This is an optimization exercise on Yosys and OpenROAD, whose aim is small area, a short achievable clock period and few clock cycles, not a production implementation.
RTL that was checked went through simulation tests only; none was proved equivalent to the original.
Power figures rest on the tool's default switching activity, not on a simulated workload.

==> flow/design.v (excerpt) <==
module nice_core_top (
   input  logic                  custom_mem_op,
   input  logic                  nice_rst_n,
   output logic                  nice_active,
   output logic                  nice_mem_holdup,
   input  logic                  nice_req_valid,
   output logic                  nice_req_ready,
   input  logic [32-1:0] nice_req_inst,
   input  logic [32-1:0] nice_req_rs1,
   input  logic [32-1:0] nice_req_rs2,
   output logic                  nice_rsp_valid,
   input  logic                  nice_rsp_ready,
   output logic [32-1:0] nice_rsp_rdat,
   output logic                  nice_rsp_err,
   output logic                  nice_icb_cmd_valid,
   input  logic                  nice_icb_cmd_ready,
   output logic [32-1:0] nice_icb_cmd_addr,
   output logic                  nice_icb_cmd_read,
   output logic [32-1:0] nice_icb_cmd_wdata,
   output logic [1:0]            nice_icb_cmd_size,
   input  logic                  nice_icb_rsp_valid,
   output logic                  nice_icb_rsp_ready,
   input  logic [32-1:0] nice_icb_rsp_rdata,
   input  logic                  nice_icb_rsp_err
);
   localparam logic [1:0] K_LA = 2'd0, K_LB = 2'd1, K_LP = 2'd2, K_ST = 2'd3;
   logic rst;
   assign rst = ~nice_rst_n;
   assign pk_ill = ~pk_mem & ~pk_wk;
   logic [2:0]            ph;
   logic                  zact;
   logic                  pk_v, pk_mem, pk_wk, pk_ill;    
   logic [1:0]            pk_k;
   logic                  rdy_a, rdy_m, rdy_xn, iss_go, act_qn;
   logic                  rob_w [3];
   logic                  rob_d [3];
   logic                  rob_e [3];
   logic [1:0]            rob_hd, rob_tl;   
   logic [3:1]            rob_t;       
   logic                  q0_v, q1_v;
   logic [1:0]            q0_k, q1_k, q0_i, q1_i;
   logic [2:0]            rcnt, rslot;
   logic                  rerr;
   logic                  iss_act;
   logic [2:0]            icnt;
   logic [1:0]            iss_k;
  ...
Size: ~2600 cells after synthesis, roughly 1200 flip-flops, ~0.033 mm² of cells after synthesis.
==> flow/config.mk <==
export PLATFORM = sky130hd
export DESIGN_NAME = nice_core_top
export DESIGN_NICKNAME = nice_core_top
export VERILOG_FILES = /design/flow/design.v
export SDC_FILE = /design/flow/constraint.sdc
export NUM_CORES = 4
export LEC_CHECK = 0
export CAP_MARGIN = 20
export CORE_MARGIN = 2
export CORE_UTILIZATION = 40
export CTS_BUF_LIST = sky130_fd_sc_hd__clkbuf_4 sky130_fd_sc_hd__clkbuf_8 sky130_fd_sc_hd__clkbuf_16
export CTS_CLUSTER_DIAMETER = 80
export CTS_CLUSTER_SIZE = 30
export SETUP_SLACK_MARGIN = 4.1
export SLEW_MARGIN = 20
==> flow/constraint.sdc <==
create_clock -name core_clock -period 7.5 [get_ports {custom_mem_op}]
set_input_delay 1.5000 -clock core_clock [delete_from_list [all_inputs] [get_ports {custom_mem_op}]]
set_output_delay 1.5000 -clock core_clock [all_outputs]
set_load 0.01 [all_outputs]
standard.sh (not shown) runs the stock make flow with config.mk's settings and CLKGATE_MAP_FILE= SYNTH_SCRIPT=/design/flow/synth_recipe.tcl, a recipe that flattens the netlist after the stock synthesis.
==> flow/flow/run.sh <==
#!/bin/bash
# The standard layout, with the smallest buffer on every port instead of
# the default port buffer cell; each tool's output goes to its own log here
set -euo pipefail
bash standard.sh BUFFER_PORTS_ARGS="-buffer_cell sky130_fd_sc_hd__buf_1" finish > standard_make.log 2>&1
Testbench counts at the start, summed over its fixed seeds: cycles 9,854.
==> next run, changes <==
- CTS_BUF_LIST: sky130_fd_sc_hd__clkbuf_4 sky130_fd_sc_hd__clkbuf_8 sky130_fd_sc_hd__clkbuf_16 -> sky130_fd_sc_hd__clkbuf_8 sky130_fd_sc_hd__clkbuf_16
- CTS_CLUSTER_DIAMETER: 80 -> 85
- CTS_CLUSTER_SIZE: 30 -> 32
- PLACE_DENSITY: not set -> 0.5
- SETUP_SLACK_MARGIN: 4.1 -> 4.15
Worst setup slack improved by 0.052 ns.
Total power goes down by 0.58%.
Fmax climbs by 1.6%.
Cell area rose by 0.37%.
Area after synthesis is unchanged.

nice_core_top, a different RTL version from the one above (not shown whole).
Size: about 1200 flip-flops, roughly 240 I/O pins, about 34000 µm² of cells after synthesis.
Settings: LEC_CHECK=0, CAP_MARGIN=20, CORE_MARGIN=2, CORE_UTILIZATION=40, CTS_BUF_LIST=sky130_fd_sc_hd__clkbuf_4 sky130_fd_sc_hd__clkbuf_8 sky130_fd_sc_hd__clkbuf_16, CTS_CLUSTER_DIAMETER=80, CTS_CLUSTER_SIZE=30, SETUP_SLACK_MARGIN=4.0, SLEW_MARGIN=20; clock period 7.5 ns.
run.sh (not shown) runs the stock make flow with config.mk's settings and CLKGATE_MAP_FILE= SYNTH_SCRIPT=/design/flow/synth_recipe.tcl, a recipe that flattens the netlist after the stock synthesis.
Stock flow here: none of the scripts above is used.
The starting point finished clean.
Next try:
- SETUP_SLACK_MARGIN: 4.0 -> 4.2
Outcome: The changed run produced a clean layout. Clock power stays flat. Utilization grows by 0.49 points. Synthesized cell count is unchanged. Global-route usage came out higher by 0.42 points. Cell area rose by about 1%. Maximum frequency decreases by 0.41%. Wire length went up by 2.0%. Setup slack loses 0.017 ns. Hold slack stays flat. Final cell count goes up by about 0.37%. Count of clock-buffer cells in the layout falls by 1.
Function was not checked in any run of this note: the RTL went through the layout flow alone.

nice_core_top, a different RTL version from the one above (not shown whole).
Size: ~2800 cells after synthesis, ~1200 flip-flops, about 240 I/O pins, about 35000 um2 of cells after synthesis.
Design nice_core_top, start of the top module:
module nice_core_top (
   input  logic                  custom_mem_op,
   input  logic                  nice_rst_n,
   output logic                  nice_active,
   output logic                  nice_mem_holdup,
   input  logic                  nice_req_valid,
   output logic                  nice_req_ready,
   input  logic [32-1:0] nice_req_inst,
   input  logic [32-1:0] nice_req_rs1,
   input  logic [32-1:0] nice_req_rs2,
   output logic                  nice_rsp_valid,
   input  logic                  nice_rsp_ready,
   output logic [32-1:0] nice_rsp_rdat,
   output logic                  nice_rsp_err,
   output logic                  nice_icb_cmd_valid,
   input  logic                  nice_icb_cmd_ready,
   output logic [32-1:0] nice_icb_cmd_addr,
   output logic                  nice_icb_cmd_read,
   output logic [32-1:0] nice_icb_cmd_wdata,
   output logic [1:0]            nice_icb_cmd_size,
   input  logic                  nice_icb_rsp_valid,
   output logic                  nice_icb_rsp_ready,
   input  logic [32-1:0] nice_icb_rsp_rdata,
   input  logic                  nice_icb_rsp_err
);
make LEC_CHECK=0 CAP_MARGIN=20 CORE_MARGIN=2 CORE_UTILIZATION=40 SETUP_SLACK_MARGIN=4.3 SLEW_MARGIN=20 finish   # period 7.5 ns
Edit:
- CTS_BUF_LIST: default -> sky130_fd_sc_hd__clkbuf_16
- CTS_CLUSTER_DIAMETER: default -> 80
- CTS_CLUSTER_SIZE: default -> 30
- SETUP_SLACK_MARGIN: 4.3 -> 4.0
After rerunning: The changed run produced a clean layout. Routed wire length drops by 6.6%. Clock power drops by 44%. Worst setup slack is about the same. Register-to-register slack is better by 0.07 ns. Hold slack is worse by 0.025 ns. Count of clock-buffer cells in the layout drops by 109. Design area drops by 7.2%. Global-route usage drops by 1.1 points.
Function was not checked in any run of this note: the RTL went through the layout flow alone.

== the baseline ==
nice_core_top, a different RTL version from the one above (not shown whole).
For scale: roughly 1,200 flip-flops, about 240 I/O pins, roughly 34,000 um2 of cells after synthesis.
clock: 7.5 ns
lec_check: 0
cap_margin: 20
core_margin: 2
core_utilization: 40
cts_buf_list: sky130_fd_sc_hd__clkbuf_4 sky130_fd_sc_hd__clkbuf_8 sky130_fd_sc_hd__clkbuf_16
cts_cluster_diameter: 80
cts_cluster_size: 30
setup_slack_margin: 4.0
slew_margin: 20
standard.sh (not shown) runs the stock make flow with config.mk's settings and CLKGATE_MAP_FILE= SYNTH_SCRIPT=/design/flow/synth_recipe.tcl, a recipe that flattens the netlist after the stock synthesis.
Scripts as last shown in full above: flow/flow/run.sh
Testbench counts of the baseline, summed over its fixed seeds: cycles 9,854.
Inputs modified between the baseline and the candidate:
==> flow/run.sh (new file) <==
#!/bin/bash
# synth_recipe.tcl (not shown) runs the flow's synth.tcl, then flattens the netlist and writes it again
# the make line also repeats each setting of config.mk as NAME=value (left out here)
make -C /OpenROAD-flow-scripts/flow DESIGN_CONFIG=/design/flow/config.mk WORK_HOME=/design/flow/orfs CLKGATE_MAP_FILE= SYNTH_SCRIPT=/design/flow/synth_recipe.tcl finish
removed: flow/flow/run.sh
removed: flow/standard.sh
Results
- Compared the baseline against the candidate; hold slack within noise.
- The baseline -> the candidate: clock share of power flat
- Taking the baseline as the reference, in the candidate detailed-route wire length saw an increase, power share of the combinational group increased 0.3 points, last weighted congestion value of the routability-driven placer now smaller, post-synth net total saw little to no change, area of the placeable core ~0 delta.
- Post-detailed-route wirelength per cell went up slightly going from the baseline to the candidate.

nice_core_top with an RTL version that a note above also has.
Size: ~2800 cells after synthesis, ~240 I/O pins.
clock: 7.5 ns
lec_check: 0
cap_margin: 20
core_margin: 2
core_utilization: 40
setup_slack_margin: 4.0
slew_margin: 20
run.sh (not shown) runs the stock make flow with config.mk's settings and CLKGATE_MAP_FILE= SYNTH_SCRIPT=/design/flow/synth_recipe.tcl, a recipe that flattens the netlist after the stock synthesis.
Stock flow here: none of the scripts above is used.
Edit:
- CORE_UTILIZATION: 40 -> 65
- PLACE_DENSITY: default -> 0.75
What happened:
- final cell count drops by roughly a tenth
- global-route usage climbs by 11 points
- area after synthesis is unchanged
- utilization went up by 30 points
- final area drops slightly
- sequential power stays flat
Edit:
- CORE_UTILIZATION: 65 -> 40
- CTS_BUF_LIST: default -> sky130_fd_sc_hd__clkbuf_8
- CTS_CLUSTER_DIAMETER: default -> 50
- CTS_CLUSTER_SIZE: default -> 18
- PLACE_DENSITY: 0.75 -> default
Worst setup slack gains 0.098 ns.
Fmax came out higher by a few percent.
Non-clock buffer count drops by 1.
Total power decreases by about a fifth.
Synthesized area is unchanged.
Final area falls by a few percent.
Die area rises by well over a third.
No run of this note included a check of the RTL's function; only the layout flow was run.

== indigo ==
nice_core_top, a different RTL version from the one above (not shown whole).
Size in the first run: about 2600 cells after synthesis, roughly 1200 flip-flops.
clock: 7.5 ns
lec_check: 0
cap_margin: 20
core_margin: 2
core_utilization: 40
cts_buf_list: sky130_fd_sc_hd__clkbuf_4 sky130_fd_sc_hd__clkbuf_8 sky130_fd_sc_hd__clkbuf_16
cts_cluster_diameter: 80
cts_cluster_size: 30
setup_slack_margin: 4.3
slew_margin: 20
standard.sh (not shown) runs the stock make flow with config.mk's settings and CLKGATE_MAP_FILE= SYNTH_SCRIPT=/design/flow/synth_recipe.tcl, a recipe that flattens the netlist after the stock synthesis.
==> flow/flow/run.sh <==
#!/bin/bash
# The standard layout, with the smallest buffer on every port instead of
# the default port buffer cell; each tool's output goes to its own log here
set -euo pipefail
bash standard.sh BUFFER_PORTS_ARGS="-buffer_cell sky130_fd_sc_hd__buf_1" finish > standard_make.log 2>&1
Input changes introduced in onyx (baseline for comparison: indigo):
--- a/flow/config.mk
+++ b/flow/config.mk
@@ -13,3 +13,3 @@
 export CTS_CLUSTER_SIZE = 30
-export SETUP_SLACK_MARGIN = 4.3
+export SETUP_SLACK_MARGIN = 4.15
 export SLEW_MARGIN = 20
==> notes.md <==
Comparing onyx and indigo, final area is lower on onyx. Against indigo, non-clock buffer count in onyx fell by more than 10%. onyx ends up with a global-route wire length before repair that is 4200 um lower than in indigo. Diff indigo -> onyx: wire length moved down; met1 wire length went down; switching power share of the total lower. Diff onyx..indigo | post-synthesis xor/xnor area fraction | unchanged.
## Diff of input files: amber against onyx
--- a/flow/config.mk
+++ b/flow/config.mk
@@ -13,3 +13,3 @@
 export CTS_CLUSTER_SIZE = 30
-export SETUP_SLACK_MARGIN = 4.15
+export SETUP_SLACK_MARGIN = 4.0
 export SLEW_MARGIN = 20
--- outcome ---
Higher number of buffers inserted to repair setup after CTS goes to onyx over amber. The faster design of the two is onyx; amber tops out lower. Diff amber..onyx | via-per-instance ratio | negligible. Diff onyx -> amber: clock latency on the worst-skew pair flat; total global routing track utilization flat.
No run of this note included a check of the RTL's function; only the layout flow was run.

## re-timing with driven ports
How much do the figures lean on ideal ports? The routed layouts below were timed once more, with nothing changed but the port constraints. Step 1 (the two cells are an assumption about what drives the block):
set clk [get_ports {custom_mem_op}]
set_driving_cell -lib_cell sky130_fd_sc_hd__clkbuf_16 $clk
set_driving_cell -lib_cell sky130_fd_sc_hd__buf_2 [delete_from_list [all_inputs] $clk]
Step 2, shift: input delay + t, output delay - t, t = (earliest + latest rising clock arrival at the registers) / 2. This alone moves slack from input paths to output paths. a / b / c = ideal ports / drivers / drivers and shift; a / b = the first two.
run	shift t [ns]	setup slack, ns	latest minus earliest clock arrival (ns)
the first run of note 1	0.668	4.117 / 4.094 / 3.684	0.044 / 0.044
the second run of note 1	0.683	4.169 / 4.131 / 3.867	0.023 / 0.023
the first run of note 2	0.686	3.397 / 3.430 / 2.744	0.033 / 0.033
the second run of note 2	0.685	3.380 / 3.404 / 2.719	0.020 / 0.020
the first run of note 3	0.717	3.888 / 3.867 / 3.202	0.035 / 0.036
the second run of note 3	0.713	3.886 / 3.856 / 3.214	0.062 / 0.062
the baseline	0.691	3.926 / 3.904 / 3.698	0.032 / 0.032
the candidate	0.686	3.935 / 3.907 / 3.648	0.042 / 0.042
the first run of note 5	0.726	3.884 / 3.854 / 3.244	0.057 / 0.057
the second run of note 5	0.728	3.815 / 3.774 / 3.197	0.027 / 0.027
the third run of note 5	0.770	3.913 / 3.882 / 3.187	0.072 / 0.072
indigo	0.690	4.124 / 4.083 / 3.840	0.035 / 0.035
onyx	0.678	4.144 / 4.119 / 3.873	0.025 / 0.025
amber	0.676	4.097 / 4.045 / 3.722	0.025 / 0.025
After both steps every run listed still meets setup and hold. The setup slack of the third run of note 5, which loses most, moves by -0.031 ns with the drivers and by -0.726 ns with both steps.
